This is an optimization exercise on Yosys and OpenROAD, whose aim is small area, a short achievable clock period and few clock cycles per item, not a production implementation. At most, simulation tests tie the RTL to the original design; equivalence was not proved. For run 5, only the layout was checked, not whether the RTL still works. Power and IR drop assume default switching activity.

<file path="flow/config.mk">
export PLATFORM = sky130hd
export DESIGN_NAME = byte_range_header_parser_core
export DESIGN_NICKNAME = byte_range_header_parser_core
export VERILOG_FILES = /design/flow/design.v
export SDC_FILE = /design/flow/constraint.sdc
export NUM_CORES = 4
export LEC_CHECK = 0
export CAP_MARGIN = 20
export CORE_MARGIN = 2
export CORE_UTILIZATION = 60
export SLEW_MARGIN = 20
</file>
<file path="flow/constraint.sdc">
create_clock -name core_clock -period 13.0 [get_ports {clock}]
set_input_delay 2.6000 -clock core_clock [delete_from_list [all_inputs] [get_ports {clock}]]
set_output_delay 2.6000 -clock core_clock [all_outputs]
set_load 0.01 [all_outputs]
</file>
<file path="flow/design.v">
package brhp_pkg;
   localparam int FILE_SIZE_BITS  = 48;
   localparam int SUM_BITS        = 51;
   localparam int RANGE_NUM_BITS  = 3;
   localparam int FOUND_BITS      = 4;
   localparam int BYTE_BITS       = 8;
   localparam int RSP_DATA_BITS   = 160;
   localparam int DEFAULT_MAX_RANGE_COUNT = 8;
   localparam int DEFAULT_OFFSET_BITS     = 48;
   localparam logic [BYTE_BITS-1:0] CHAR_COMMA = 8'h2C;
   localparam logic [BYTE_BITS-1:0] CHAR_DASH  = 8'h2D;
   localparam logic [BYTE_BITS-1:0] CHAR_CR    = 8'h0D;
   localparam logic [BYTE_BITS-1:0] CHAR_LF    = 8'h0A;
   localparam logic [BYTE_BITS-1:0] CHAR_SPACE = 8'h20;
   localparam logic [BYTE_BITS-1:0] CHAR_TAB   = 8'h09;
   localparam logic [BYTE_BITS-1:0] CHAR_ZERO  = 8'h30;
   localparam logic [BYTE_BITS-1:0] CHAR_NINE  = 8'h39;
   localparam logic [7:0] PHASE_START  = 8'b0000_0001;
   localparam logic [7:0] PHASE_LEAD   = 8'b0000_0010;
   localparam logic [7:0] PHASE_FIRST  = 8'b0000_0100;
   localparam logic [7:0] PHASE_SUFFIX = 8'b0000_1000;
   localparam logic [7:0] PHASE_SECOND = 8'b0001_0000;
   localparam logic [7:0] PHASE_TRAIL  = 8'b0010_0000;
   localparam logic [7:0] PHASE_CR     = 8'b0100_0000;
   localparam logic [7:0] PHASE_DONE   = 8'b1000_0000;
   function automatic logic is_digit(input logic [BYTE_BITS-1:0] c);
      is_digit = (c >= CHAR_ZERO) && (c <= CHAR_NINE);
   endfunction
   function automatic logic is_blank(input logic [BYTE_BITS-1:0] c);
      is_blank = (c == CHAR_SPACE) || (c == CHAR_TAB);
   endfunction
endpackage
import brhp_pkg::*;
module brhp_add #(
   parameter int N = 8
) (
   input  logic [N-1:0] a,
   input  logic [N-1:0] b,
   input  logic         cin,
   output logic [N-1:0] s,
   output logic         cout
);
   localparam int L = $clog2(N);
   logic [N-1:0] g [0:L];
   logic [N-1:0] p [0:L];
   logic [N-1:0] h;
   logic [N:0]   c;
   assign h    = a ^ b;
   assign g[0] = a & b;
   assign p[0] = h;
   for (genvar l = 0; l < L; l++) begin : g_lvl
      for (genvar i = 0; i < N; i++) begin : g_bit
         if (((i >> l) & 1) == 1) begin : g_op
            localparam int J = ((i >> l) << l) - 1;
            assign g[l+1][i] = g[l][i] | (p[l][i] & g[l][J]);
            assign p[l+1][i] = p[l][i] & p[l][J];
         end else begin : g_pass
            assign g[l+1][i] = g[l][i];
            assign p[l+1][i] = p[l][i];
         end
      end
   end
   assign c    = {g[L] | (p[L] & {N{cin}}), cin};
   assign s    = h ^ c[N-1:0];
   assign cout = c[N];
endmodule
module brhp_range_calc (
   input  logic                                is_suffix,
   input  logic                                has_second,
   input  logic [brhp_pkg::FILE_SIZE_BITS-1:0] first_num,
   input  logic [brhp_pkg::FILE_SIZE_BITS-1:0] cur_num,
   input  logic [brhp_pkg::FILE_SIZE_BITS-1:0] file_size,
   input  logic [brhp_pkg::SUM_BITS-1:0]       sum_cur,
   output logic                                range_ok,
   output logic [brhp_pkg::FILE_SIZE_BITS-1:0] suffix_start,
   output logic [brhp_pkg::SUM_BITS-1:0]       sum_next
);
   localparam int FS = FILE_SIZE_BITS;
   logic                cur_le_fs, first_lt_cur, sum_co;
   logic [FS-1:0]       lt_unused;
   logic [SUM_BITS-1:0] ext_c, ext_nf, cs_s, cs_c;
   brhp_add #(.N(FS)) u_sub (
      .a(file_size), .b(~cur_num), .cin(1'b1), .s(suffix_start), .cout(cur_le_fs));
   brhp_add #(.N(FS)) u_lt (
      .a(cur_num), .b(~first_num), .cin(1'b0), .s(lt_unused), .cout(first_lt_cur));
   assign range_ok = cur_le_fs && (is_suffix ? has_second : first_lt_cur);
   assign ext_c  = SUM_BITS'(cur_num);
   assign ext_nf = {{(SUM_BITS-FS){1'b1}}, ~first_num};
   assign cs_s   = sum_cur ^ ext_c ^ ext_nf;
   assign cs_c   = (sum_cur & ext_c) | (sum_cur & ext_nf) | (ext_c & ext_nf);
   brhp_add #(.N(SUM_BITS)) u_sum (
      .a(cs_s), .b({cs_c[SUM_BITS-2:0], 1'b1}), .cin(1'b0), .s(sum_next), .cout(sum_co));
endmodule
import brhp_pkg::*;
module byte_range_header_parser_core #(
   parameter int MAX_RANGE_COUNT = brhp_pkg::DEFAULT_MAX_RANGE_COUNT,
   parameter int OFFSET_BITS     = brhp_pkg::DEFAULT_OFFSET_BITS
) (
   input  logic                                clock,
   input  logic                                reset,
   input  logic                                req_tvalid,
   output logic                                req_tready,
   input  logic [brhp_pkg::BYTE_BITS-1:0]      req_tdata,    
   input  logic                                req_tlast,    
   output logic                                rsp_tvalid,
   input  logic                                rsp_tready,
   output logic [brhp_pkg::RSP_DATA_BITS-1:0]  rsp_tdata,
   output logic                                rsp_tlast,    
   input  logic                                csr_wr_en,
   input  logic [brhp_pkg::FILE_SIZE_BITS-1:0] csr_wr_data   
);
   localparam int FS       = FILE_SIZE_BITS;
   localparam int PAD_BITS = RSP_DATA_BITS - (2 * FS + RANGE_NUM_BITS + SUM_BITS + FOUND_BITS + 1);
   localparam logic [2:0] P_START  = 3'd0;
   localparam logic [2:0] P_LEAD   = 3'd1;
   localparam logic [2:0] P_FIRST  = 3'd2;
   localparam logic [2:0] P_TRAIL  = 3'd3;
   localparam logic [2:0] P_SUFFIX = 3'd4;
   localparam logic [2:0] P_SECOND = 3'd5;
   localparam logic [2:0] P_CR     = 3'd6;
   localparam logic [2:0] P_DONE   = 3'd7;
   localparam logic [FS-1:0] OVF_T = FS'(64'd28147497671066);
   logic [FS-1:0] fs_ff;
   logic                 h_v_ff, s_v_ff;
   logic [BYTE_BITS-1:0] h_b_ff, s_b_ff;
   logic                 h_l_ff, s_l_ff;
   logic out_valid_ff;    
   logic hend_ff;         
   logic flush_ff;        
   logic [2:0]          ph_ff;
   logic                err_ff;
   logic                hb_ff;       
   logic [3:0]          cnt_ff;
   logic [2:0]          num_ff;      
   logic [SUM_BITS-1:0] sum_ff;
   logic [FS-1:0]       cur_ff;      
   logic [FS-1:0]       first_ff;    
   logic accept, go, step;
   logic [2:0]          ph;
   logic                err, hb;
   logic [3:0]          cnt;
   logic [SUM_BITS-1:0] sum;
   logic                c_digit, c_dash, c_comma, c_blank, c_cr, c_lf, c_term;
   logic [3:0]          dval;
   logic                cont;        
   logic [FS-1:0]       acc_hi;
   logic [4:0]          acc_lo;
   logic                acc_co, acc_ovf;
   logic [2:0] ph_m, ph_c;
   logic       err_m, err_c, hb_m, hb_c;
   logic       term_fire, wr_digit, dash_first, dash_lead;
   logic       do_comp, is_suffix, range_ok, got, end_byte, defer, emit, hend_next, clr;
   logic [3:0] cnt_c;
   logic [SUM_BITS-1:0] sum_c, sum_next;
   logic [FS-1:0] suffix_start;
   assign req_tready = !s_v_ff;
   assign accept     = req_tvalid && !s_v_ff;
   assign go         = h_v_ff && !flush_ff && (!out_valid_ff || rsp_tready);
   assign step       = go || flush_ff;
   always_ff @(posedge clock) begin
      if (reset) begin
         h_v_ff <= 1'b0;
         s_v_ff <= 1'b0;
      end else begin
         if (go || !h_v_ff) h_v_ff <= s_v_ff || accept;
         if (go) s_v_ff <= 1'b0;
         else if (accept && h_v_ff) s_v_ff <= 1'b1;
      end
   end
   always_ff @(posedge clock) begin
      if (go || !h_v_ff) begin
         h_b_ff <= s_v_ff ? s_b_ff : req_tdata;
         h_l_ff <= s_v_ff ? s_l_ff : req_tlast;
      end
      if (!s_v_ff) begin
         s_b_ff <= req_tdata;
         s_l_ff <= req_tlast;
      end
   end
   assign ph  = hend_ff ? P_START : ph_ff;
   assign err = err_ff && !hend_ff;
   assign hb  = hb_ff && !hend_ff;
   assign cnt = hend_ff ? 4'd0 : cnt_ff;
   assign sum = hend_ff ? {SUM_BITS{1'b0}} : sum_ff;
   assign c_digit = (h_b_ff[7:4] == 4'h3) && (h_b_ff[3:0] <= 4'h9);
   assign c_dash  = h_b_ff == CHAR_DASH;
   assign c_comma = h_b_ff == CHAR_COMMA;
   assign c_blank = (h_b_ff == CHAR_SPACE) || (h_b_ff == CHAR_TAB);
   assign c_cr    = h_b_ff == CHAR_CR;
   assign c_lf    = h_b_ff == CHAR_LF;
   assign c_term  = c_blank || c_comma || c_cr;
   assign dval    = h_b_ff[3:0];
   assign cont   = (ph == P_FIRST) || (((ph == P_SUFFIX) || (ph == P_SECOND)) && hb);
   assign acc_lo = {1'b0, cur_ff[0], 3'b000} + {1'b0, cur_ff[2:0], 1'b0} + {1'b0, dval};
   brhp_add #(.N(FS)) u_acc (
      .a({1'b0, cur_ff[FS-1:1]}), .b({3'b000, cur_ff[FS-1:3]}), .cin(acc_lo[4]),
      .s(acc_hi), .cout(acc_co));
   assign acc_ovf = cont && ((cur_ff >= OVF_T) || ((cur_ff == OVF_T - 1) && (dval >= 4'd6)));
   always_comb begin
      ph_m       = ph;
      hb_m       = hb;
      err_m      = err;
      term_fire  = 1'b0;
      wr_digit   = 1'b0;
      dash_first = 1'b0;
      dash_lead  = 1'b0;
      if (!err && !flush_ff) begin
         case (ph)
            P_START, P_LEAD: begin
               if (c_blank && (ph == P_LEAD)) begin
                  ph_m = ph;
               end else if (c_digit) begin
                  wr_digit = 1'b1;
                  hb_m     = 1'b0;
                  ph_m     = P_FIRST;
               end else if (c_dash) begin
                  dash_lead = 1'b1;
                  hb_m      = 1'b0;
                  ph_m      = P_SUFFIX;
               end else begin
                  err_m = 1'b1;
               end
            end
            P_FIRST: begin
               if (c_digit) begin
                  if (acc_ovf) err_m = 1'b1;
                  wr_digit = 1'b1;
               end else if (c_dash) begin
                  dash_first = 1'b1;
                  ph_m       = P_SECOND;
               end else begin
                  err_m = 1'b1;
               end
            end
            P_SUFFIX, P_SECOND: begin
               if (c_digit) begin
                  if (acc_ovf) err_m = 1'b1;
                  wr_digit = 1'b1;
                  hb_m     = 1'b1;
               end else if (c_term) begin
                  term_fire = 1'b1;
               end else begin
                  err_m = 1'b1;
               end
            end
            P_TRAIL: begin
               ph_m = ph;     
            end
            P_CR: begin
               if (c_lf) ph_m = P_DONE;
               else err_m = 1'b1;
            end
            default: begin
               err_m = 1'b1;
            end
         endcase
      end
   end
   assign do_comp   = flush_ff || (!err_m && term_fire);
   assign is_suffix = ph_ff == P_SUFFIX;
   brhp_range_calc u_range_calc (
      .is_suffix    (is_suffix),
      .has_second   (hb_ff),
      .first_num    (first_ff),
      .cur_num      (cur_ff),
      .file_size    (fs_ff),
      .sum_cur      (sum_ff),
      .range_ok     (range_ok),
      .suffix_start (suffix_start),
      .sum_next     (sum_next)
   );
   assign got   = do_comp && range_ok;
   assign defer = !flush_ff && h_l_ff && !err_m && !term_fire &&
                  ((ph_m == P_SUFFIX) || (ph_m == P_SECOND));
   always_comb begin
      ph_c  = ph_m;
      hb_c  = hb_m;
      err_c = err_m;
      cnt_c = cnt;
      sum_c = sum;
      if (do_comp) begin
         if (range_ok) begin
            cnt_c = cnt + 4'd1;
            sum_c = sum_next;
            ph_c  = P_TRAIL;
         end else begin
            err_c = 1'b1;
         end
      end
      end_byte = !flush_ff && !err_c && (((ph == P_TRAIL) && !err) || (term_fire && got));
      if (end_byte) begin
         if (c_blank) begin
            ph_c = P_TRAIL;
         end else if (c_comma) begin
            if (cnt_c >= 4'(MAX_RANGE_COUNT)) begin
               err_c = 1'b1;
            end else begin
               ph_c = P_LEAD;
               hb_c = 1'b0;
            end
         end else if (c_cr) begin
            ph_c = P_CR;
         end else begin
            err_c = 1'b1;
         end
      end
      if (!flush_ff && h_l_ff && !err_c &&
          ((ph_c == P_START) || (ph_c == P_LEAD) || (ph_c == P_FIRST))) begin
         err_c = 1'b1;
      end
   end
   assign emit      = flush_ff || ((got || h_l_ff) && !defer);
   assign hend_next = flush_ff || (h_l_ff && !defer);
   assign clr       = hend_next && !got;
   always_ff @(posedge clock) begin
      if (reset) begin
         out_valid_ff <= 1'b0;
         flush_ff     <= 1'b0;
         hend_ff      <= 1'b1;
      end else begin
         if (step) out_valid_ff <= emit;
         else if (rsp_tready) out_valid_ff <= 1'b0;
         flush_ff <= go && defer;
         if (step) hend_ff <= hend_next;
      end
   end
   always_ff @(posedge clock) begin
      if (csr_wr_en) fs_ff <= csr_wr_data;
      if (step) begin
         ph_ff  <= ph_c;
         err_ff <= err_c;
         hb_ff  <= hb_c;
         cnt_ff <= cnt_c;
         num_ff <= got ? cnt[2:0] : 3'd0;
         sum_ff <= sum_c;
         if (clr) cur_ff <= {FS{1'b0}};
         else if (dash_first || (do_comp && is_suffix)) cur_ff <= fs_ff;
         else if (wr_digit) cur_ff <= cont ? {acc_hi, acc_lo[3:0]} : FS'(dval);
         if (clr || dash_lead) first_ff <= {FS{1'b0}};
         else if (dash_first) first_ff <= cur_ff;
         else if (do_comp && is_suffix) first_ff <= suffix_start;
      end
   end
   assign rsp_tvalid = out_valid_ff;
   assign rsp_tlast  = hend_ff;
   assign rsp_tdata  = {{PAD_BITS{1'b0}}, err_ff, cnt_ff, sum_ff, num_ff, cur_ff, first_ff};
endmodule
</file>
<file path="flow/flow/run.sh">
#!/bin/bash
# Standard layout with a deeper setup repair target; all tool output goes to logs here.
export SETUP_SLACK_MARGIN=9
bash standard.sh > standard.log 2>&1
</file>
<file path="flow/standard.sh">
#!/bin/bash
# synth_recipe.tcl (not shown) runs the flow's synth.tcl, then flattens the netlist and writes it again
# the make line also repeats each setting of config.mk as NAME=value (left out here)
make -C /OpenROAD-flow-scripts/flow DESIGN_CONFIG=/design/flow/config.mk WORK_HOME=/design/flow/orfs CLKGATE_MAP_FILE= SYNTH_SCRIPT=/design/flow/synth_recipe.tcl "${@:-finish}"
</file>
==> results of run 1 <==
[report_power, final]
part	internal [µW]	switching, µW
Combinational	358	426
Sequential	862	39.3
Clock	395	332
Total	1620	797
[layout by cell type (no fill, tap or decap), drive strengths merged, types with 12 or more instances in the layout]
cell type / netlist / final
inv: 273 / 271
buf: 26 / 245
edfxtp: 216 / 216
ha: 191 / 191
a21oi: 157 / 157
nor2: 152 / 152
dlygate4sd2: 0 / 135
nand2: 127 / 128
o21ai: 95 / 95
nand3: 76 / 76
xnor2: 72 / 72
clkdlybuf4s50: 0 / 60
fa: 57 / 57
a21o: 51 / 51
xor2: 45 / 45
clkbuf: 38 / 38
a22oi: 33 / 33
nor3: 28 / 28
a211oi: 24 / 24
nor2b: 19 / 19
o31ai: 19 / 19
o21a: 14 / 19
nand4: 18 / 18
and3: 16 / 16
a31oi: 14 / 14
dfxtp: 14 / 14
nand2b: 13 / 13
o21bai: 12 / 12
nor4: 12 / 12
[metrics by stage]
step           utilization  setup slack [ns]  cells  power, µW
2_1_floorplan            -             8.364   1968       1343
3_3_place_gp        0.6934             7.684   2535       1519
3_5_place_dp        0.6934             7.461   2535       1535
4_1_cts             0.7756             8.796   2751       2321
5_1_grt             0.8036             8.647   2812       2506
6_report            0.8036             8.741   2812       2412
[sequential cells by signal (all words and copies together) (netlist names), 3 cells and up]
register and count:
sum_ff 51, cur_ff 48, first_ff 48, fs_ff 48, h_b_ff 8, s_b_ff 8
cnt_ff 4, num_ff 3, ph_ff 3
[kinds of logic (layout without fill, tap and decap cells)]
| family | after synthesis | in the layout | synth area share |
|---|---|---|---|
| adders and majority gates | 248 | 248 | 0.1902 |
| xor gates and xnor gates | 117 | 117 | 0.05519 |
| muxes | 17 | 17 | 0.009907 |
| and+or+nand+nor | 514 | 515 | 0.1340 |
| AOI/OAI and AO/OA | 500 | 505 | 0.1744 |
| DFF | 230 | 230 | 0.3644 |
| buffers and inverters | 337 | 779 | 0.07170 |
| other | 1 | 5 | 0.0002020 |
[layout make-up]
cell class / count / area, µm² / area share
clock buffers: 32 / 725.7 / 0.02960
repair inverters: 1 / 5.005 / 0.0002041
well taps: 396 / 495.5 / 0.02021
multi-input cells: 1407 / 11290 / 0.4604
inverters: 273 / 1032 / 0.04210
clock inverters: 15 / 81.33 / 0.003317
flip-flops and latches: 230 / 6774 / 0.2763
repair buffers: 458 / 4118 / 0.1679
[timing repair]
item,CTS,global route
pin swaps,43,62
cloned,9,4
buffers inserted,160,57
resized for setup,292,121
endpoints found under the hold margin,0,0
endpoints found under the setup margin,400,301
[critical path: stages (launching register included)]
cell and delay, ns:
edfxtp_1 0.48, fa_1 0.59, inv_1 0.08, ha_4 0.30, o21a_1 0.12, o21a_1 0.16, o221ai_2 0.12, buf_6 0.15
or3_4 0.37, a211o_4 0.38, a21boi_4 0.18, a31oi_4 0.13, nor3_4 0.32, a2111oi_4 0.13, or4_1 0.47, o311ai_1 0.10
[worst min-delay path by stage]
stage               depth (start not counted)  slack [ns]   endpoint
floorplan                                   1        0.45  s_b_ff[0]
global placement                            1        0.46  s_b_ff[6]
detailed placement                          1        0.46     s_l_ff
CTS                                         1        0.48     s_l_ff
global route                                1        0.49  s_b_ff[1]
finish                                      1        0.47     s_l_ff
[metal layers]
metal | part of all wire | GRT usage | up-vias
met5 | 0 | 0 | -
met4 | 0.050 | 0.1580 | 0
met3 | 0.11 | 0.06787 | 235
met2 | 0.45 | 0.5891 | 1155
met1 | 0.39 | 0.4891 | 8476
li1 | - | - | 7887
==> results.json, run 1 <==
{
  "die_area_um2": 32370,
  "maxCapViolations": 0,
  "slew_headroom": 0.3833,
  "ir_drop_v": 0.0001042,
  "post_drt_via_cell_ratio": 6.313,
  "drc": 0,
  "yosysWarnings": 7,
  "timing.hold.ws_ns": 0.4716,
  "design_area_um2": 24520,
  "overflow": 0,
  "cts_buffer_depth": 3,
  "clock_latency_ns": 0.56,
  "p_per_area_nw_per_um2": 98.38,
  "crit_required_ns": 13.37,
  "track_usage": 0.3669,
  "routedWlPerCell_um": 22.54,
  "max_slew.worst_pin.slew_ns": 0.9228,
  "cts_buffers": 27,
  "synth_top_cells_by_area": "edfxtp_1 35%, ha_1 13%, fa_1 6.1%",
  "fillerInstances": 2005,
  "total_leakage_power_uw": 0.01091,
  "cts_tree": "done",
  "synth_common_cells": "273 x inv_1, 216 x edfxtp_1, 191 x ha_1",
  "syn_inst": 1964,
  "setup-tns-final_ns": 0,
  "synth_top_area_share": 0.3493,
  "synth.most_common_cell": "inv_1",
  "grt_pass1_vias": 16820,
  "port-buffer-count": 219,
  "r2r_slack_ns": 8.74,
  "reg2reg_depth": 15,
  "fin_skew_ns": 0.01843,
  "placed_cell_area_um2": 21150,
  "dp.final_hpwl_mm": 39.81,
  "finalHoldViolations": 0,
  "io_pins": 225,
  "fin_crit_sh": 0.3276,
  "drt_iter0_drc": 2019,
  "ys_ff_latch": 230,
  "final.min_clock_period_ns": 4.259,
  "drive_gt1_frac": 0.1892,
  "vias": 17750,
  "worstSetupEndpointType": "register",
  "max_freq_mhz": 234.8,
  "setup.worst_path.end": "sum_ff[49]",
  "layout.nets": 2708,
  "path_max_fanout": 4,
  "grt_pass1_wl_mm": 93.40,
  "critPathArrivalTime_ns": 4.63,
  "syn_area_um2": 18570,
  "htree_levels": 1,
  "hp-start": "s_l_ff",
  "gp_congestion": 0.9136,
  "ys.flop_type": "edfxtp_1",
  "synth_edf_count": 216,
  "yosys.area.top_type": "edfxtp_1",
  "async_flop_share": 0,
  "drt_pass1_iterations": 8,
  "critPathLaunch": "first_ff[9]",
  "maxSlewViolCount": 0,
  "antenna_cells": 0,
  "syn_to_final_growth_pct": 32.06,
  "rsz0062_at_grt": "yes",
  "die_w_um": 179.9,
  "die_h_um": 179.9,
  "postSynthAreaPerCell_um2": 9.453,
  "synthDistinctLibCells": 82,
  "r2r-end": "sum_ff[49]",
  "ys_seq_area_frac": 0.3644,
  "routed_wl_mm": 63.37,
  "clk_pin_slew_ns": 0.07,
  "grt_max_degree": 73,
  "clock-sinks": 230,
  "antenna_found_initial": 0,
  "ant_nets": 0,
  "ctsHoldBuffers": 0,
  "row_count": 64,
  "hold_path_class": "reg -> reg",
  "report.final.setup_viol": 0,
  "outcome": "finished clean",
  "start_util": 0.6086,
  "path_class": "reg -> reg",
  "coreArea_um2": 30510,
  "r2r_start": "first_ff[9]",
  "cp-start-kind": "register",
  "cts_root_buf": "clkbuf_16"
}
Testbench counts, summed over its fixed seeds: cycles 49,634, bytes 48,723.
==> inputs of run 2 (changes only) <==
==> flow/run.sh (new file) <==
#!/bin/bash
# synth_recipe.tcl (not shown) runs the flow's synth.tcl, then flattens the netlist and writes it again
# the make line also repeats each setting of config.mk as NAME=value (left out here)
make -C /OpenROAD-flow-scripts/flow DESIGN_CONFIG=/design/flow/config.mk WORK_HOME=/design/flow/orfs CLKGATE_MAP_FILE= SYNTH_SCRIPT=/design/flow/synth_recipe.tcl finish
--- a/flow/config.mk
+++ b/flow/config.mk
@@ -9,3 +9,4 @@
 export CORE_MARGIN = 2
 export CORE_UTILIZATION = 60
+export SETUP_SLACK_MARGIN = 5
 export SLEW_MARGIN = 20
removed: flow/flow/run.sh
removed: flow/standard.sh
==> run 2 against run 1 <==
Compared with the run above:
- still clean on timing, DRC and antenna
- setup slack worse by 1.0 ns
- global-route usage is 3.7 points lower
- final cell count is 8.1% lower
- critical path depth stayed put
==> results.json, run 2 <==
{
  "max_freq_mhz": 189.0,
  "cts_buffer_depth": 3,
  "synth_top_cells_by_area": "edfxtp_1 35%, ha_1 13%, fa_1 6.1%",
  "layout_setup_ws_ns": 7.708,
  "coreArea_um2": 30510,
  "dp_slack_ns": 7.741,
  "cts_root_buf": "clkbuf_16",
  "rsz0062_at_grt": "no",
  "synth.most_common_cell": "inv_1",
  "yosysWarnings": 7,
  "total_leakage_power_uw": 0.009387,
  "final_cell_mix": "272 x inv_1, 218 x clkdlybuf4s50_1, 216 x edfxtp_1",
  "clock_latency_ns": 0.55,
  "hold_path_class": "reg -> reg",
  "final.min_clock_period_ns": 5.292,
  "max_slew.worst_pin.slew_ns": 0.9405,
  "die_h_um": 179.9,
  "syn_to_final_growth_pct": 18.48,
  "report.final.setup_viol": 0,
  "gp_congestion": 0.9641,
  "ctsHoldBuffers": 0,
  "placed_cell_area_um2": 21120,
  "design_area_um2": 22000,
  "slew_headroom": 0.3723,
  "ys_ff_latch": 230,
  "path_class": "reg -> reg",
  "post-route-util": 0.7210,
  "layout.nets": 2479,
  "row_count": 64,
  "routedWlPerCell_um": 20.91,
  "fin_skew_ns": 0.01098,
  "vias": 15900,
  "synthDistinctLibCells": 82,
  "port-buffer-count": 219,
  "cts_setup_buffers": 0,
  "track_usage": 0.3297,
  "maxCapViolations": 0,
  "p_per_area_nw_per_um2": 105.2,
  "dp.final_hpwl_mm": 40.27,
  "worstPathCellList": "inv_1 > ha_1 > a21oi_1 > o21ai_0 > a221oi_1 > o21ai_1 > a21boi_0 > o211ai_1 > nand2_1 > nor2_2 > a21oi_4 > buf_4 > o21bai_4 > o21a_2 > buf_4",
  "outcome": "finished clean",
  "synth_common_cells": "273 x inv_1, 216 x edfxtp_1, 191 x ha_1",
  "ys.flop_type": "edfxtp_1",
  "crit_required_ns": 13.19,
  "maxSlewViolCount": 0,
  "mostFrequentLayoutCell": "inv_1",
  "cp-start-kind": "register",
  "path_max_fanout": 49,
  "grt_pass1_vias": 15590,
  "largest_register_ff_count": 51,
  "antenna_cells": 0,
  "drc": 0,
  "cts_buffers": 27,
  "antenna_found_initial": 0,
  "syn_inst": 1964,
  "clk_pin_slew_ns": 0.06,
  "die_w_um": 179.9,
  "cpPeakStageDelay_ns": 0.58,
  "overflow": 0,
  "syn_area_um2": 18570,
  "r2r_slack_ns": 7.71,
  "drt_iter0_drc": 1638,
  "clock-sinks": 230,
  "ys_seq_area_frac": 0.3644,
  "htree_levels": 1,
  "grt_max_degree": 73,
  "die_area_um2": 32370,
  "cts_resized": 0,
  "drt_pass1_iterations": 10,
  "synth_top_area_share": 0.3493,
  "crit_top_cell": "buf_4",
  "io_pins": 225,
  "grt_pass1_wl_mm": 85.01,
  "async_flop_share": 0,
  "finalHoldViolations": 0,
  "start_util": 0.6086,
  "routed_wl_mm": 54.02,
  "top_register": "sum_ff",
  "ir_drop_v": 0.00009243,
  "yosys.area.top_type": "edfxtp_1",
  "worstSetupEndpointType": "register",
  "worst_path_max_delay_cell": "buf_4",
  "postSynthAreaPerCell_um2": 9.453,
  "post_drt_via_cell_ratio": 6.153,
  "cts_tree": "done",
  "synth_edf_count": 216,
  "ant_nets": 0,
  "setup-tns-final_ns": 0,
  "critPathArrivalTime_ns": 5.48,
  "drive_gt1_frac": 0.04662,
  "fin_crit_sh": 0.4071
}
run 2: cell counts after synthesis:
Identical to the previous run, type by type.
run 2: layer usage:
metal  global-route usage  up-vias  wire, µm  share of wire
li1                     -     7397         -              -
met1               0.4569     7618     23030           0.43
met2               0.5295      751     24590           0.46
met3              0.04457      133      4300          0.080
met4               0.1252        0      2100          0.039
met5                    0        -         0              0
run 2: final cells by class:
| cell class | count | area (µm²) |
|---|---|---|
| Clock buffer | 35 | 715.7 |
| Multi-Input combinational cell | 1401 | 10520 |
| Timing Repair Buffer | 236 | 2315 |
| Sequential cell | 230 | 6766 |
| Tap cell | 396 | 495.5 |
| Clock inverter | 13 | 160.2 |
| Fill cell | 2265 | 8512 |
| Inverter | 273 | 1025 |
run 2: path summary, 6_finish.rpt:
kind / from / end / cells past startpoint
setup / recovery: cur_ff[5] / first_ff[24] / 15
hold / removal: s_b_ff[7] / s_b_ff[7] / 1
setup reg to reg: cur_ff[5] / first_ff[24] / 15
hold reg to reg: s_b_ff[7] / s_b_ff[7] / 1
run 2: worst max-delay path: cells and delay by family, from the launching register on:
| kind | cells | cell delay, ns |
|---|---|---|
| adder cells (fa/ha/maj) | 1 | 0.37 |
| flip-flops | 1 | 0.53 |
| buffers and inverters | 3 | 1.22 |
| AND/OR/NAND/NOR | 2 | 0.25 |
| AO/OA/AOI/OAI | 9 | 2.48 |
run 2: metrics by stage:
stage / power (µW) / std cells / hold slack, ns
6_report: 2315 / 2584 / 0.4749
4_1_cts: 2311 / 2584 / 0.4795
3_5_place_dp: 1535 / 2536 / 0.4659
5_1_grt: 2418 / 2584 / 0.4932
3_3_place_gp: 1518 / 2536 / 0.4543
2_1_floorplan: 1341 / 1968 / 0.4460
run 2: report_power, final:
group          switching [µW]  internal [µW]
clock network             315            463
registers                52.9            863
logic                     345            275
run 2: kinds of logic after synthesis:
kind of cell	synth area share
xor gates and xnor gates	0.05519
adders and majority gates	0.1902
DFF	0.3644
AOI/OAI and AO/OA	0.1744
other	0.0002020
muxes	0.009907
and+or+nand+nor	0.1340
buffers and inverters	0.07170
==> inputs of run 3 (changes only) <==
--- a/flow/design.v
+++ b/flow/design.v
@@ -65,26 +65,54 @@
    assign cout = c[N];
 endmodule
+module brhp_carry #(
+   parameter int N = 8
+) (
+   input  logic [N-1:0] a,
+   input  logic [N-1:0] b,
+   input  logic         cin,
+   output logic         cout
+);
+   localparam int L = $clog2(N);
+   logic [N-1:0] g [0:L];
+   logic [N-1:0] t [0:L];
+   assign g[0] = a & b;
+   assign t[0] = a | b;
+   for (genvar l = 0; l < L; l++) begin : g_lvl
+      for (genvar i = 0; i < N; i++) begin : g_bit
+         if (((i >> l) & 1) == 1) begin : g_op
+            localparam int J = ((i >> l) << l) - 1;
+            assign g[l+1][i] = g[l][i] | (t[l][i] & g[l][J]);
+            assign t[l+1][i] = t[l][i] & t[l][J];
+         end else begin : g_pass
+            assign g[l+1][i] = g[l][i];
+            assign t[l+1][i] = t[l][i];
+         end
+      end
+   end
+   assign cout = g[L][N-1] | (t[L][N-1] & cin);
+endmodule
 module brhp_range_calc (
    input  logic                                is_suffix,
    input  logic                                has_second,
-   input  logic [brhp_pkg::FILE_SIZE_BITS-1:0] first_num,
+   input  logic [brhp_pkg::FILE_SIZE_BITS-1:0] nfirst_num,    
    input  logic [brhp_pkg::FILE_SIZE_BITS-1:0] cur_num,
    input  logic [brhp_pkg::FILE_SIZE_BITS-1:0] file_size,
    input  logic [brhp_pkg::SUM_BITS-1:0]       sum_cur,
    output logic                                range_ok,
-   output logic [brhp_pkg::FILE_SIZE_BITS-1:0] suffix_start,
+   output logic [brhp_pkg::FILE_SIZE_BITS-1:0] nsuffix_start,  
    output logic [brhp_pkg::SUM_BITS-1:0]       sum_next
 );
    localparam int FS = FILE_SIZE_BITS;
    logic                cur_le_fs, first_lt_cur, sum_co;
-   logic [FS-1:0]       lt_unused;
+   logic [FS-1:0]       diff;
    logic [SUM_BITS-1:0] ext_c, ext_nf, cs_s, cs_c;
    brhp_add #(.N(FS)) u_sub (
-      .a(file_size), .b(~cur_num), .cin(1'b1), .s(suffix_start), .cout(cur_le_fs));
-   brhp_add #(.N(FS)) u_lt (
-      .a(cur_num), .b(~first_num), .cin(1'b0), .s(lt_unused), .cout(first_lt_cur));
+      .a(file_size), .b(~cur_num), .cin(1'b1), .s(diff), .cout(cur_le_fs));
+   assign nsuffix_start = ~diff;
+   brhp_carry #(.N(FS)) u_lt (
+      .a(cur_num), .b(nfirst_num), .cin(1'b0), .cout(first_lt_cur));
    assign range_ok = cur_le_fs && (is_suffix ? has_second : first_lt_cur);
    assign ext_c  = SUM_BITS'(cur_num);
-   assign ext_nf = {{(SUM_BITS-FS){1'b1}}, ~first_num};
+   assign ext_nf = {{(SUM_BITS-FS){1'b1}}, nfirst_num};
    assign cs_s   = sum_cur ^ ext_c ^ ext_nf;
    assign cs_c   = (sum_cur & ext_c) | (sum_cur & ext_nf) | (ext_c & ext_nf);
@@ -135,5 +163,5 @@
    logic [SUM_BITS-1:0] sum_ff;
    logic [FS-1:0]       cur_ff;      
-   logic [FS-1:0]       first_ff;    
+   logic [FS-1:0]       nfirst_ff;   
    logic accept, go, step;
    logic [2:0]          ph;
@@ -153,5 +181,5 @@
    logic [3:0] cnt_c;
    logic [SUM_BITS-1:0] sum_c, sum_next;
-   logic [FS-1:0] suffix_start;
+   logic [FS-1:0] nsuffix_start;
    assign req_tready = !s_v_ff;
    assign accept     = req_tvalid && !s_v_ff;
@@ -262,10 +290,10 @@
       .is_suffix    (is_suffix),
       .has_second   (hb_ff),
-      .first_num    (first_ff),
+      .nfirst_num   (nfirst_ff),
       .cur_num      (cur_ff),
       .file_size    (fs_ff),
       .sum_cur      (sum_ff),
       .range_ok     (range_ok),
-      .suffix_start (suffix_start),
+      .nsuffix_start(nsuffix_start),
       .sum_next     (sum_next)
    );
@@ -337,11 +365,11 @@
          else if (dash_first || (do_comp && is_suffix)) cur_ff <= fs_ff;
          else if (wr_digit) cur_ff <= cont ? {acc_hi, acc_lo[3:0]} : FS'(dval);
-         if (clr || dash_lead) first_ff <= {FS{1'b0}};
-         else if (dash_first) first_ff <= cur_ff;
-         else if (do_comp && is_suffix) first_ff <= suffix_start;
+         if (clr || dash_lead) nfirst_ff <= {FS{1'b1}};
+         else if (dash_first) nfirst_ff <= ~cur_ff;
+         else if (do_comp && is_suffix) nfirst_ff <= nsuffix_start;
       end
    end
    assign rsp_tvalid = out_valid_ff;
    assign rsp_tlast  = hend_ff;
-   assign rsp_tdata  = {{PAD_BITS{1'b0}}, err_ff, cnt_ff, sum_ff, num_ff, cur_ff, first_ff};
+   assign rsp_tdata  = {{PAD_BITS{1'b0}}, err_ff, cnt_ff, sum_ff, num_ff, cur_ff, ~nfirst_ff};
 endmodule
==> flow/flow/run.sh (new file) <==
#!/bin/bash
# Standard layout with a deeper setup repair target; all tool output goes to logs here.
export SETUP_SLACK_MARGIN=9
bash standard.sh > standard.log 2>&1
==> flow/standard.sh (new file) <==
#!/bin/bash
# synth_recipe.tcl (not shown) runs the flow's synth.tcl, then flattens the netlist and writes it again
# the make line also repeats each setting of config.mk as NAME=value (left out here)
make -C /OpenROAD-flow-scripts/flow DESIGN_CONFIG=/design/flow/config.mk WORK_HOME=/design/flow/orfs CLKGATE_MAP_FILE= SYNTH_SCRIPT=/design/flow/synth_recipe.tcl "${@:-finish}"
--- a/flow/config.mk
+++ b/flow/config.mk
@@ -9,4 +9,3 @@
 export CORE_MARGIN = 2
 export CORE_UTILIZATION = 60
-export SETUP_SLACK_MARGIN = 5
 export SLEW_MARGIN = 20
removed: flow/run.sh
==> run 3 against run 2 <==
Compared with the run above:
- still clean on timing, DRC and antenna
- critical path depth up 1
- routed wire length increased by 13%
- area after synthesis fell by 5.0%
- count of clock-buffer cells in the layout down 3
- clock skew increased by 0.0039 ns
- sequential power decreased by 2%
- sequential share of layout area is 1.5 points lower
- largest cell class unchanged
- largest power group unchanged
==> results.json, run 3 <==
{
  "layout.nets": 2469,
  "cts_tree": "done",
  "crit_top_cell": "buf_4",
  "rsz0062_at_grt": "yes",
  "synth_top_area_share": 0.3676,
  "wl_met2_mm": 27.77,
  "grt_pass1_vias": 16620,
  "path_class": "reg -> reg",
  "io_pins": 225,
  "setup-tns-final_ns": 0,
  "fin_skew_ns": 0.01488,
  "ctsHoldBuffers": 0,
  "maxSlewViolCount": 0,
  "clock-sinks": 230,
  "ys_seq_area_frac": 0.3835,
  "critPathBufInv": 3,
  "largest_register_ff_count": 51,
  "hold_path_class": "reg -> reg",
  "worst_path_max_delay_cell": "fa_1",
  "async_flop_share": 0,
  "drt_iter0_drc": 2345,
  "synth.most_common_cell": "edfxtp_1",
  "yosysWarnings": 10,
  "slew_headroom": 0.3560,
  "postSynthAreaPerCell_um2": 9.918,
  "synth_top_cells_by_area": "edfxtp_1 37%, ha_1 10%, fa_1 6.5%",
  "crit_required_ns": 13.29,
  "top_register": "sum_ff",
  "routed_wl_mm": 60.83,
  "synth_edf_count": 216,
  "antenna_found_initial": 0,
  "report.final.setup_viol": 0,
  "grt_pass1_wl_mm": 91.00,
  "path_max_fanout": 4,
  "syn_area_um2": 17640,
  "ir_drop_v": 0.0001305,
  "wl_met3_mm": 7.626,
  "final_cell_mix": "220 x buf_4, 216 x edfxtp_1, 147 x dlygate4sd2_1",
  "p_per_area_nw_per_um2": 100.7,
  "mostFrequentLayoutCell": "buf_4",
  "row_count": 62,
  "antenna_cells": 0,
  "fillerInstances": 1829,
  "grt_max_degree": 61,
  "clk_pin_slew_ns": 0.06,
  "track_usage": 0.3813,
  "syn_inst": 1779,
  "start_util": 0.6114,
  "dp.final_hpwl_mm": 37.92,
  "finalHoldViolations": 0,
  "cp-start-kind": "register",
  "cpPeakStageDelay_ns": 0.51,
  "crit_family": "compound AO/OA/AOI/OAI gates",
  "worstPathCellList": "buf_4 > buf_6 > fa_1 > fa_2 > xor2_2 > nand4_1 > a211oi_4 > o21ai_2 > a21oi_4 > o41ai_2 > buf_4 > o211a_4 > nor2_4 > a41oi_2 > xnor2_1 > a22o_1",
  "max_slew.worst_pin.slew_ns": 0.9629,
  "max_freq_mhz": 237.4,
  "gp_congestion": 0.9720,
  "ys_ff_latch": 230,
  "cts_buffer_depth": 3,
  "vias": 16880,
  "overflow": 0,
  "final.min_clock_period_ns": 4.213,
  "die_h_um": 175.5,
  "synthDistinctLibCells": 81,
  "htree_levels": 1,
  "die_area_um2": 30800,
  "top_layer_used": "met4",
  "clock_latency_ns": 0.55,
  "syn_to_final_growth_pct": 31.24,
  "post_drt_via_cell_ratio": 6.473,
  "die_w_um": 175.5,
  "outcome": "finished clean",
  "maxCapViolations": 0,
  "ant_nets": 0,
  "routedWlPerCell_um": 23.33,
  "cts_root_buf": "clkbuf_16",
  "fin_crit_sh": 0.3241,
  "port-buffer-count": 219,
  "drt_pass1_iterations": 10,
  "drc": 0,
  "drive_gt1_frac": 0.1898,
  "placed_cell_area_um2": 20190,
  "ys.flop_type": "edfxtp_1",
  "synth_common_cells": "216 x edfxtp_1, 144 x ha_1, 142 x nand2_1",
  "yosys.area.top_type": "edfxtp_1",
  "met1Wirelength_mm": 22.50,
  "cts_buffers": 26,
  "total_leakage_power_uw": 0.009847,
  "worstSetupEndpointType": "register",
  "design_area_um2": 23160,
  "critPathArrivalTime_ns": 4.51,
  "coreArea_um2": 28860
}
## run 3: cell count changes in the layout (fill, tap and decap cells not counted), sizes merged, moves of 44 or more
| cell | before | now |
|---|---|---|
| buf | 18 | 235 |
| clkdlybuf4s50 | 218 | 60 |
| dlygate4sd2 | 0 | 147 |
| ha | 191 | 144 |
| a21oi | 157 | 113 |
| inv | 273 | 139 |
## run 3: cell type report
type | count | area (µm²) | area share
tap | 384 | 480.5 | 0.02075
multi-input combinational | 1353 | 10560 | 0.4559
clock buffer | 32 | 737.0 | 0.03182
timing repair buffer | 457 | 3990 | 0.1723
clock inverter | 13 | 92.59 | 0.003998
inverter | 137 | 518.0 | 0.02237
timing repair inverter | 1 | 7.507 | 0.0003242
sequential | 230 | 6774 | 0.2925
## run 3: what timing repair did
item | in CTS | in global routing
setup endpoints to repair | 422 | 241
pin swaps | 23 | 32
resized for setup | 234 | 69
buffers inserted | 195 | 21
cloned | 7 | 3
## run 3: metal layers
metal,track usage,vias up
li1,-,7429
met1,0.4979,8019
met2,0.6248,1196
met3,0.08030,232
met4,0.1498,0
met5,0,-
## run 3: stage by stage
step	hold slack [ns]	power, µW	instances	setup slack [ns]	utilization
5_1_grt	0.4913	2418	2607	8.747	0.8025
2_1_floorplan	0.4460	1317	1783	8.631	-
4_1_cts	0.4728	2278	2583	8.872	0.7869
6_report	0.4763	2331	2607	8.787	0.8025
3_3_place_gp	0.4525	1486	2336	8.012	0.6995
3_5_place_dp	0.4587	1503	2336	7.927	0.6995
## run 3: power breakdown
group	internal (µW)	switching [µW]	leakage, µW
sequential	862	37.9	0.00217
clock	420	320	0.000413
combinational	306	385	0.00727
total	1590	743	0.00985
## run 3: worst reg2reg max path, cell delays in order (launching register included)
cell	delay [ns]
edfxtp_1	0.40
buf_4	0.16
buf_6	0.11
fa_1	0.51
fa_2	0.38
xor2_2	0.16
nand4_1	0.28
a211oi_4	0.39
o21ai_2	0.13
a21oi_4	0.22
o41ai_2	0.12
buf_4	0.19
o211a_4	0.28
nor2_4	0.18
a41oi_2	0.14
xnor2_1	0.15
a22o_1	0.20
## run 3: cells by family after synthesis
group | synth area share
fa+ha+maj | 0.1696
compound gates | 0.1915
xor+xnor | 0.06205
other cells | 0.0002125
mux | 0.01156
flops | 0.3835
buf+inv | 0.04921
simple gates | 0.1324
## run 3: path summary, 6_finish.rpt
check | from | to | slack (ns) | cells after the start
min reg2reg | s_b_ff[7] | s_b_ff[7] | 0.48 | 1
min | s_b_ff[7] | s_b_ff[7] | 0.48 | 1
max | cur_ff[2] | cur_ff[41] | 8.79 | 16
max reg2reg | cur_ff[2] | cur_ff[41] | 8.79 | 16
Testbench counts of run 3, summed over its fixed seeds: cycles 49,634, bytes 48,723.
==> inputs of run 4 (changes only) <==
==> flow/run.sh (new file) <==
#!/bin/bash
# synth_recipe.tcl (not shown) runs the flow's synth.tcl, then flattens the netlist and writes it again
# the make line also repeats each setting of config.mk as NAME=value (left out here)
make -C /OpenROAD-flow-scripts/flow DESIGN_CONFIG=/design/flow/config.mk WORK_HOME=/design/flow/orfs CLKGATE_MAP_FILE= SYNTH_SCRIPT=/design/flow/synth_recipe.tcl finish
--- a/flow/config.mk
+++ b/flow/config.mk
@@ -9,3 +9,4 @@
 export CORE_MARGIN = 2
 export CORE_UTILIZATION = 60
+export SETUP_SLACK_MARGIN = 5
 export SLEW_MARGIN = 20
removed: flow/flow/run.sh
removed: flow/standard.sh
==> run 4 against run 3 <==
Compared with the run above:
- global-route usage decreased by 6.2 points
- still clean
- first-iteration DRC count decreased by 44%
- power decreased by 2.2%
- worst hold slack got worse by 0.0042 ns
- register-to-register slack got worse by 1.2 ns
- maximum frequency decreased by 22%
- sequential share of layout area increased by 2.9 points
- setup slack got worse by 1.2 ns
==> results.json, run 4 <==
{
  "outcome": "finished clean",
  "die_w_um": 175.5,
  "switchingPower_uw": 687.3,
  "drc": 0,
  "worst_path_max_delay_cell": "a21oi_1",
  "dp.final_hpwl_mm": 36.76,
  "drive_gt1_frac": 0.05794,
  "die_h_um": 175.5,
  "htree_levels": 1,
  "synth_common_cells": "216 x edfxtp_1, 144 x ha_1, 142 x nand2_1",
  "grt_pass1_vias": 14660,
  "worstPathCellList": "fa_1 > fa_1 > a211oi_1 > o21ai_0 > nand3_1 > nand2_1 > a21oi_1 > o21ai_0 > a31oi_1 > o21ai_0 > a21oi_1 > mux2i_1 > a22oi_1",
  "p_int_uw": 1593,
  "final.min_clock_period_ns": 5.426,
  "track_usage": 0.3193,
  "syn_inst": 1779,
  "grt_pass1_wl_mm": 78.15,
  "ys.flop_type": "edfxtp_1",
  "synth_top_cells_by_area": "edfxtp_1 37%, ha_1 10%, fa_1 6.5%",
  "finalHoldViolations": 0,
  "crit_required_ns": 13.28,
  "max_freq_mhz": 184.3,
  "yosysWarnings": 10,
  "syn_area_um2": 17640,
  "post_drt_via_cell_ratio": 6.261,
  "maxCapViolations": 0,
  "worstSetupEndpointType": "register",
  "routed_wl_mm": 49.52,
  "ir_drop_v": 0.0001194,
  "path_class": "reg -> reg",
  "cts_resized": 0,
  "antenna_cells": 0,
  "synth.most_common_cell": "edfxtp_1",
  "critPathBufInv": 0,
  "postSynthAreaPerCell_um2": 9.918,
  "largest_register_ff_count": 51,
  "crit_family": "compound AO/OA/AOI/OAI gates",
  "routedWlPerCell_um": 20.75,
  "cts_buffer_depth": 3,
  "fin_skew_ns": 0.02277,
  "cts_buffers": 28,
  "dp_cells": 2335,
  "antenna_found_initial": 0,
  "post-route-util": 0.7294,
  "synthDistinctLibCells": 81,
  "clock_latency_ns": 0.56,
  "start_util": 0.6114,
  "max_slew.worst_pin.slew_ns": 0.9846,
  "fin_crit_sh": 0.4174,
  "coreArea_um2": 28860,
  "fin_cells": 2386,
  "crit_top_cell": "o21ai_0",
  "overflow": 0,
  "setup-tns-final_ns": 0,
  "ctsHoldBuffers": 0,
  "report.final.setup_viol": 0,
  "slew_headroom": 0.3428,
  "cts_setup_buffers": 0,
  "p_sw_frac": 0.3014,
  "p_comb_frac": 0.253,
  "cts_root_buf": "clkbuf_16",
  "p_per_area_nw_per_um2": 108.3,
  "pwr-share-clk": 0.343,
  "path_max_fanout": 9,
  "die_area_um2": 30800,
  "synth_top_area_share": 0.3676,
  "clk_pin_slew_ns": 0.06,
  "rsz0062_at_grt": "no",
  "clock-sinks": 230,
  "maxSlewViolCount": 0,
  "ys_seq_area_frac": 0.3835,
  "synth_edf_count": 216,
  "grt_max_degree": 69,
  "io_pins": 225,
  "yosys.area.top_type": "edfxtp_1",
  "total_leakage_power_uw": 0.008378,
  "async_flop_share": 0,
  "top_register": "sum_ff",
  "ys_ff_latch": 230,
  "timing.hold.ws_ns": 0.4721,
  "critPathArrivalTime_ns": 5.71,
  "gp_congestion": 0.9697,
  "final_cell_mix": "218 x clkdlybuf4s50_1, 216 x edfxtp_1, 144 x ha_1",
  "cp-start-kind": "register",
  "ant_nets": 0,
  "power_frac_seq": 0.404,
  "drt_pass1_iterations": 6,
  "mostFrequentLayoutCell": "clkdlybuf4s50_1",
  "cts_tree": "done",
  "vias": 14940,
  "placed_cell_area_um2": 20120,
  "syn_to_final_growth_pct": 19.29,
  "port-buffer-count": 219,
  "hold_path_class": "reg -> reg",
  "row_count": 62,
  "drt_iter0_drc": 1323,
  "layout.nets": 2244,
  "cpPeakStageDelay_ns": 0.61,
  "design_area_um2": 21050
}
run 4: layout make-up:
cell class                 count  area (µm²)
clock buffer                  41       842.1
clock inverter                10       82.58
fill                        2151        7809
inverter                     137       515.5
multi-input combinational   1351       10070
sequential                   230        6766
tap                          384       480.5
timing repair buffer         233        2292
run 4: path summary, 6_finish.rpt:
| kind | start | to | slack, ns | cells after the start |
|---|---|---|---|---|
| worst max-delay path | cur_ff[0] | sum_ff[50] | 7.57 | 13 |
| worst min-delay path | s_b_ff[3] | s_b_ff[3] | 0.47 | 1 |
| worst max register to register | cur_ff[0] | sum_ff[50] | 7.57 | 13 |
| worst min register to register | s_b_ff[3] | s_b_ff[3] | 0.47 | 1 |
run 4: logic make-up (layout without fill, tap and decap cells):
kind of cell             Yosys count  count (layout)  share of synthesized area
AO/OA/AOI/OAI                    516             516                     0.1915
XOR/XNOR                         125             125                    0.06205
adder cells (fa/ha/maj)          206             206                     0.1696
buffers and inverters            202             421                    0.04921
flip-flops                       230             230                     0.3835
multiplexers                      19              19                    0.01156
other                              1               5                  0.0002125
AND/OR/NAND/NOR                  480             480                     0.1324
run 4: power groups by stage:
stage	Sequential (µW)	Clock, µW	Combinational, µW
CTS	919	791	573
global placement	933	0	552
floorplan	918	0	397
finish	920	782	578
global route	926	815	640
detailed placement	934	0	565
run 4: per-stage QoR:
stage	setup slack [ns]	total power [µW]
4_1_cts	7.639	2283
6_report	7.574	2280
3_3_place_gp	7.809	1485
5_1_grt	7.132	2380
2_1_floorplan	6.859	1315
3_5_place_dp	7.662	1499
run 4: layer usage:
| metal | GRT usage | part of all wire | vias to the layer above | routed length [µm] |
|---|---|---|---|---|
| li1 | - | - | 6982 | - |
| met1 | 0.4377 | 0.42 | 7190 | 20910 |
| met2 | 0.5159 | 0.46 | 664 | 22670 |
| met3 | 0.05758 | 0.087 | 103 | 4311 |
| met4 | 0.1054 | 0.033 | 0 | 1626 |
| met5 | 0 | 0 | - | 0 |
run 4: worst reg2reg max path: stages, from the launching register on:
cell,delay [ns]
edfxtp_1,0.57
fa_1,0.58
fa_1,0.45
a211oi_1,0.29
o21ai_0,0.32
nand3_1,0.19
nand2_1,0.14
a21oi_1,0.61
o21ai_0,0.36
a31oi_1,0.61
o21ai_0,0.33
a21oi_1,0.38
mux2i_1,0.24
a22oi_1,0.10
==> inputs of run 5 (changes only) <==
--- a/flow/design.v
+++ b/flow/design.v
@@ -173,5 +173,5 @@
    logic                cont;        
    logic [FS-1:0]       acc_hi;
-   logic [4:0]          acc_lo;
+   logic [3:0]          acc_lo;
    logic                acc_co, acc_ovf;
    logic [2:0] ph_m, ph_c;
@@ -220,7 +220,51 @@
    assign dval    = h_b_ff[3:0];
    assign cont   = (ph == P_FIRST) || (((ph == P_SUFFIX) || (ph == P_SECOND)) && hb);
-   assign acc_lo = {1'b0, cur_ff[0], 3'b000} + {1'b0, cur_ff[2:0], 1'b0} + {1'b0, dval};
+   always_comb begin
+      case ({cur_ff[2:0], dval[3:1]})
+            6'b000_000: acc_lo = 4'd0;
+            6'b000_001: acc_lo = 4'd1;
+            6'b000_010: acc_lo = 4'd2;
+            6'b000_011: acc_lo = 4'd3;
+            6'b000_100: acc_lo = 4'd4;
+            6'b001_000: acc_lo = 4'd5;
+            6'b001_001: acc_lo = 4'd6;
+            6'b001_010: acc_lo = 4'd7;
+            6'b001_011: acc_lo = 4'd8;
+            6'b001_100: acc_lo = 4'd9;
+            6'b010_000: acc_lo = 4'd2;
+            6'b010_001: acc_lo = 4'd3;
+            6'b010_010: acc_lo = 4'd4;
+            6'b010_011: acc_lo = 4'd5;
+            6'b010_100: acc_lo = 4'd6;
+            6'b011_000: acc_lo = 4'd7;
+            6'b011_001: acc_lo = 4'd8;
+            6'b011_010: acc_lo = 4'd9;
+            6'b011_011: acc_lo = 4'd10;
+            6'b011_100: acc_lo = 4'd11;
+            6'b100_000: acc_lo = 4'd4;
+            6'b100_001: acc_lo = 4'd5;
+            6'b100_010: acc_lo = 4'd6;
+            6'b100_011: acc_lo = 4'd7;
+            6'b100_100: acc_lo = 4'd8;
+            6'b101_000: acc_lo = 4'd9;
+            6'b101_001: acc_lo = 4'd10;
+            6'b101_010: acc_lo = 4'd11;
+            6'b101_011: acc_lo = 4'd12;
+            6'b101_100: acc_lo = 4'd13;
+            6'b110_000: acc_lo = 4'd6;
+            6'b110_001: acc_lo = 4'd7;
+            6'b110_010: acc_lo = 4'd8;
+            6'b110_011: acc_lo = 4'd9;
+            6'b110_100: acc_lo = 4'd10;
+            6'b111_000: acc_lo = 4'd11;
+            6'b111_001: acc_lo = 4'd12;
+            6'b111_010: acc_lo = 4'd13;
+            6'b111_011: acc_lo = 4'd14;
+            6'b111_100: acc_lo = 4'd15;
+            default: acc_lo = 4'd0;
+      endcase
+   end
    brhp_add #(.N(FS)) u_acc (
-      .a({1'b0, cur_ff[FS-1:1]}), .b({3'b000, cur_ff[FS-1:3]}), .cin(acc_lo[4]),
+      .a({1'b0, cur_ff[FS-1:1]}), .b({3'b000, cur_ff[FS-1:3]}), .cin(acc_lo[3]),
       .s(acc_hi), .cout(acc_co));
    assign acc_ovf = cont && ((cur_ff >= OVF_T) || ((cur_ff == OVF_T - 1) && (dval >= 4'd6)));
@@ -364,5 +408,5 @@
          if (clr) cur_ff <= {FS{1'b0}};
          else if (dash_first || (do_comp && is_suffix)) cur_ff <= fs_ff;
-         else if (wr_digit) cur_ff <= cont ? {acc_hi, acc_lo[3:0]} : FS'(dval);
+         else if (wr_digit) cur_ff <= cont ? {acc_hi, acc_lo[2:0], dval[0]} : FS'(dval);
          if (clr || dash_lead) nfirst_ff <= {FS{1'b1}};
          else if (dash_first) nfirst_ff <= ~cur_ff;
==> flow/flow/run.sh (new file) <==
#!/bin/bash
# Standard layout with a deeper setup repair target; all tool output goes to logs here.
export SETUP_SLACK_MARGIN=9
bash standard.sh > standard.log 2>&1
==> flow/standard.sh (new file) <==
#!/bin/bash
# synth_recipe.tcl (not shown) runs the flow's synth.tcl, then flattens the netlist and writes it again
# the make line also repeats each setting of config.mk as NAME=value (left out here)
make -C /OpenROAD-flow-scripts/flow DESIGN_CONFIG=/design/flow/config.mk WORK_HOME=/design/flow/orfs CLKGATE_MAP_FILE= SYNTH_SCRIPT=/design/flow/synth_recipe.tcl "${@:-finish}"
--- a/flow/config.mk
+++ b/flow/config.mk
@@ -9,4 +9,3 @@
 export CORE_MARGIN = 2
 export CORE_UTILIZATION = 60
-export SETUP_SLACK_MARGIN = 5
 export SLEW_MARGIN = 20
removed: flow/run.sh
==> run 5 against run 4 <==
Compared with the run above:
- power grew 5.0%
- setup slack better by 1.4 ns
- critical endpoint is now rsp_tdata[69]
- first-iteration DRC count increased by 42%
==> results.json, run 5 <==
{
  "outcome": "finished clean",
  "layout_setup_ws_ns": 9.001,
  "synth_edf_count": 216,
  "ir_drop_v": 0.0001179,
  "pwr-share-clk": 0.329,
  "p_int_uw": 1636,
  "post_drt_via_cell_ratio": 6.480,
  "hold_path_class": "reg -> reg",
  "drt_iter0_drc": 1876,
  "routed_wl_mm": 62.20,
  "worstPathCellList": "buf_4 > dlygate4sd2_1",
  "synth_compound_area_frac": 0.1953,
  "row_count": 63,
  "cts_buffer_depth": 3,
  "cts_buffers": 27,
  "synthDistinctLibCells": 80,
  "max_freq_mhz": 250.1,
  "worstSetupEndpointType": "output pin",
  "maxCapViolations": 0,
  "clock-sinks": 230,
  "wl_met3_mm": 6.147,
  "hp-start": "s_b_ff[2]",
  "ys_ff_latch": 230,
  "async_flop_share": 0,
  "fin_skew_ns": 0.01423,
  "clock_latency_ns": 0.56,
  "critPathLaunch": "cur_ff[21]",
  "yosys.area.top_type": "edfxtp_1",
  "cpPeakStageDelay_ns": 0.41,
  "drc": 0,
  "top_layer_used": "met4",
  "routedWlPerCell_um": 23.58,
  "setup-tns-final_ns": 0,
  "coreArea_um2": 29480,
  "syn_inst": 1835,
  "mostFrequentLayoutCell": "edfxtp_1",
  "clk_pin_slew_ns": 0.06,
  "fin_crit_sh": 0.3076,
  "start_util": 0.6056,
  "final_cell_mix": "216 x edfxtp_1, 171 x buf_4, 156 x nand2_1",
  "r2r_start": "nfirst_ff[1]",
  "finalHoldViolations": 0,
  "port-buffer-count": 219,
  "ys_seq_area_frac": 0.3790,
  "dp.final_hpwl_mm": 38.68,
  "p_sw_frac": 0.3169,
  "slew_headroom": 0.2821,
  "worst_path_max_delay_cell": "edfxtp_1",
  "die_area_um2": 31150,
  "placed_cell_area_um2": 20510,
  "synth_common_cells": "216 x edfxtp_1, 156 x nand2_1, 150 x o21ai_0",
  "dp_slack_ns": 7.731,
  "synth.most_common_cell": "edfxtp_1",
  "cts_root_buf": "clkbuf_16",
  "syn_to_final_growth_pct": 30.42,
  "yosysWarnings": 10,
  "path_class": "reg -> out",
  "multiInputGateArea_um2": 10720,
  "antenna_found_initial": 0,
  "seq_area_um2": 6774,
  "die_w_um": 176.5,
  "top_register": "sum_ff",
  "drive_gt1_frac": 0.1790,
  "synth_top_cells_by_area": "edfxtp_1 36%, ha_1 10%, fa_1 6.2%",
  "p_per_area_nw_per_um2": 102.8,
  "finalPower_uw": 2394,
  "grt_pass1_wl_mm": 91.89,
  "met1Wirelength_mm": 23.59,
  "vias": 17090,
  "timing.hold.ws_ns": 0.4739,
  "critPathArrivalTime_ns": 1.40,
  "wl_met2_mm": 28.89,
  "grt_max_degree": 70,
  "path_max_fanout": 2,
  "synth_top_family_by_area": "compound AO/OA/AOI/OAI gates",
  "max_slew.worst_pin.slew_ns": 1.077,
  "die_h_um": 176.5,
  "rsz0062_at_grt": "yes",
  "total_leakage_power_uw": 0.009731,
  "io_pins": 225,
  "synth_mux_area_frac": 0.006798,
  "power_frac_seq": 0.378,
  "synth_fa_ha_area_frac": 0.1625,
  "layout.nets": 2486,
  "ant_nets": 0,
  "largest_register_ff_count": 51,
  "cp-start-kind": "register",
  "yosys.area_share.xor_xnor": 0.05789,
  "switchingPower_uw": 758.7,
  "crit_required_ns": 10.40,
  "track_usage": 0.3812,
  "p_comb_frac": 0.293,
  "drt_pass1_iterations": 6,
  "grt_pass1_vias": 16560,
  "crit_family": "buffers and inverters",
  "postSynthAreaPerCell_um2": 9.729,
  "syn_area_um2": 17850,
  "maxSlewViolCount": 0,
  "ys.flop_type": "edfxtp_1",
  "htree_levels": 1,
  "synth_top_area_share": 0.3633,
  "report.final.setup_viol": 0,
  "fillerInstances": 2007,
  "gp_congestion": 0.9623,
  "synthSimpleGateAreaFrac": 0.1520,
  "overflow": 0,
  "design_area_um2": 23280,
  "final.min_clock_period_ns": 3.999,
  "critPathBufInv": 2,
  "cts_tree": "done"
}
## run 5: cell count changes after synthesis, moves of 7 or more
cell      before  now
a21o_1        56   44
a22o_1        11    1
a31o_2        12    5
a31oi_1       16   23
and3_1        10   18
buf_4         15    7
inv_1        137  146
nand2_1      142  156
nand2_2       10    0
nand2b_1      17   25
nand3_1       76   36
nor3_1        15   30
o21ai_0      129  150
or3b_2         1   41
## run 5: power by group through the flow
stage / clock (µW) / sequential (µW) / combinational [µW]
after detailed placement: 0 / 939 / 575
after global routing: 815 / 907 / 758
after CTS: 789 / 903 / 646
after floorplan: 0 / 921 / 405
final: 787 / 905 / 702
after global placement: 0 / 938 / 560
## run 5: path summary, 6_finish.rpt
path,endpoint,slack [ns],cells after the start
worst min-delay path,s_b_ff[2],0.47,1
worst min register to register,s_b_ff[2],0.47,1
worst max register to register,sum_ff[44],9.02,15
worst max-delay path,rsp_tdata[69],9.00,2
## run 5: metal layers
layer,vias up,GRT usage
met2,1115,0.6340
met3,254,0.06223
met5,-,0
li1,7585,-
met1,8139,0.4840
met4,0,0.1880
## run 5: worst reg2reg max path: cells and delay by family, from the launching register on
kind,cells,cell delay (ns)
buf+inv,3,0.50
fa+ha+maj,2,0.92
compound gates,6,1.22
simple gates,3,0.49
flops,1,0.45
xor+xnor,1,0.14
## run 5: logic make-up (layout without fill, tap and decap cells)
family | Yosys count | count (layout)
AND/OR/NAND/NOR | 523 | 527
adder cells (fa/ha/maj) | 199 | 199
buffers and inverters | 209 | 612
multiplexers | 11 | 11
AO/OA/AOI/OAI | 544 | 544
flip-flops | 230 | 230
other | 1 | 7
XOR/XNOR | 118 | 118
## run 5: timing repair
action,4_1_cts,5_1_grt
endpoints found under the hold margin,0,0
gates resized for setup,214,56
hold buffers,0,0
gates cloned,8,6
pin swaps,7,22
setup endpoints to repair,427,264
setup buffers,154,22
## run 5: layout make-up
| class | count | share of cell area |
|---|---|---|
| multi-input combinational | 1404 | 0.4602 |
| sequential | 230 | 0.2910 |
| inverter | 146 | 0.02381 |
| timing repair inverter | 1 | 0.0003224 |
| timing repair buffer | 416 | 0.1643 |
| clock inverter | 15 | 0.004944 |
| tap | 390 | 0.02096 |
| antenna | 2 | 0.0002150 |
| clock buffer | 34 | 0.03423 |
## run 5: stage by stage
step                cells    util
floorplan            1839       -
global placement     2397  0.6958
detailed placement   2397  0.6958
CTS                  2608  0.7702
global route         2636  0.7896
finish               2638  0.7897

-- what the ideal ports hide --
The results above use ideal ports. As a check the final layouts listed here were re-extracted and re-timed, cells and wires unchanged.
Step 1: set_driving_cell puts a clkbuf_16 on clock and a buf_2 on each other input, an assumption about the parent block.
Step 2 moves the port delays by t, midway between the first and last clock arrival at a register: inputs arrive t later, outputs are due t later. That takes back most of the time a late clock gives input paths.
Slacks: ideal / step 1 / step 2; pairs: ideal / step 1.
| run | shift t [ns] | setup slack, ns | hold WS [ns] | worst setup path after step 2 | slew at the worst register clock pin (ns) |
|---|---|---|---|---|---|
| run 1 | 0.604 | 8.741 / 8.741 / 8.616 | 0.472 / 0.472 / 0.472 | input to register | 0.07 / 0.07 |
| run 2 | 0.603 | 7.708 / 7.708 / 7.705 | 0.475 / 0.475 / 0.475 | input to register | 0.07 / 0.07 |
| run 3 | 0.595 | 8.787 / 8.787 / 8.550 | 0.476 / 0.476 / 0.476 | input to register | 0.07 / 0.07 |
| run 4 | 0.595 | 7.574 / 7.574 / 7.574 | 0.472 / 0.472 / 0.472 | register to register | 0.07 / 0.07 |
| run 5 | 0.602 | 9.001 / 8.949 / 8.647 | 0.474 / 0.474 / 0.474 | input to register | 0.07 / 0.07 |
After both steps setup and hold are still met in every run listed. The setup slack of run 5, which loses most, moves by -0.052 ns with the drivers and by -0.354 ns with both steps.
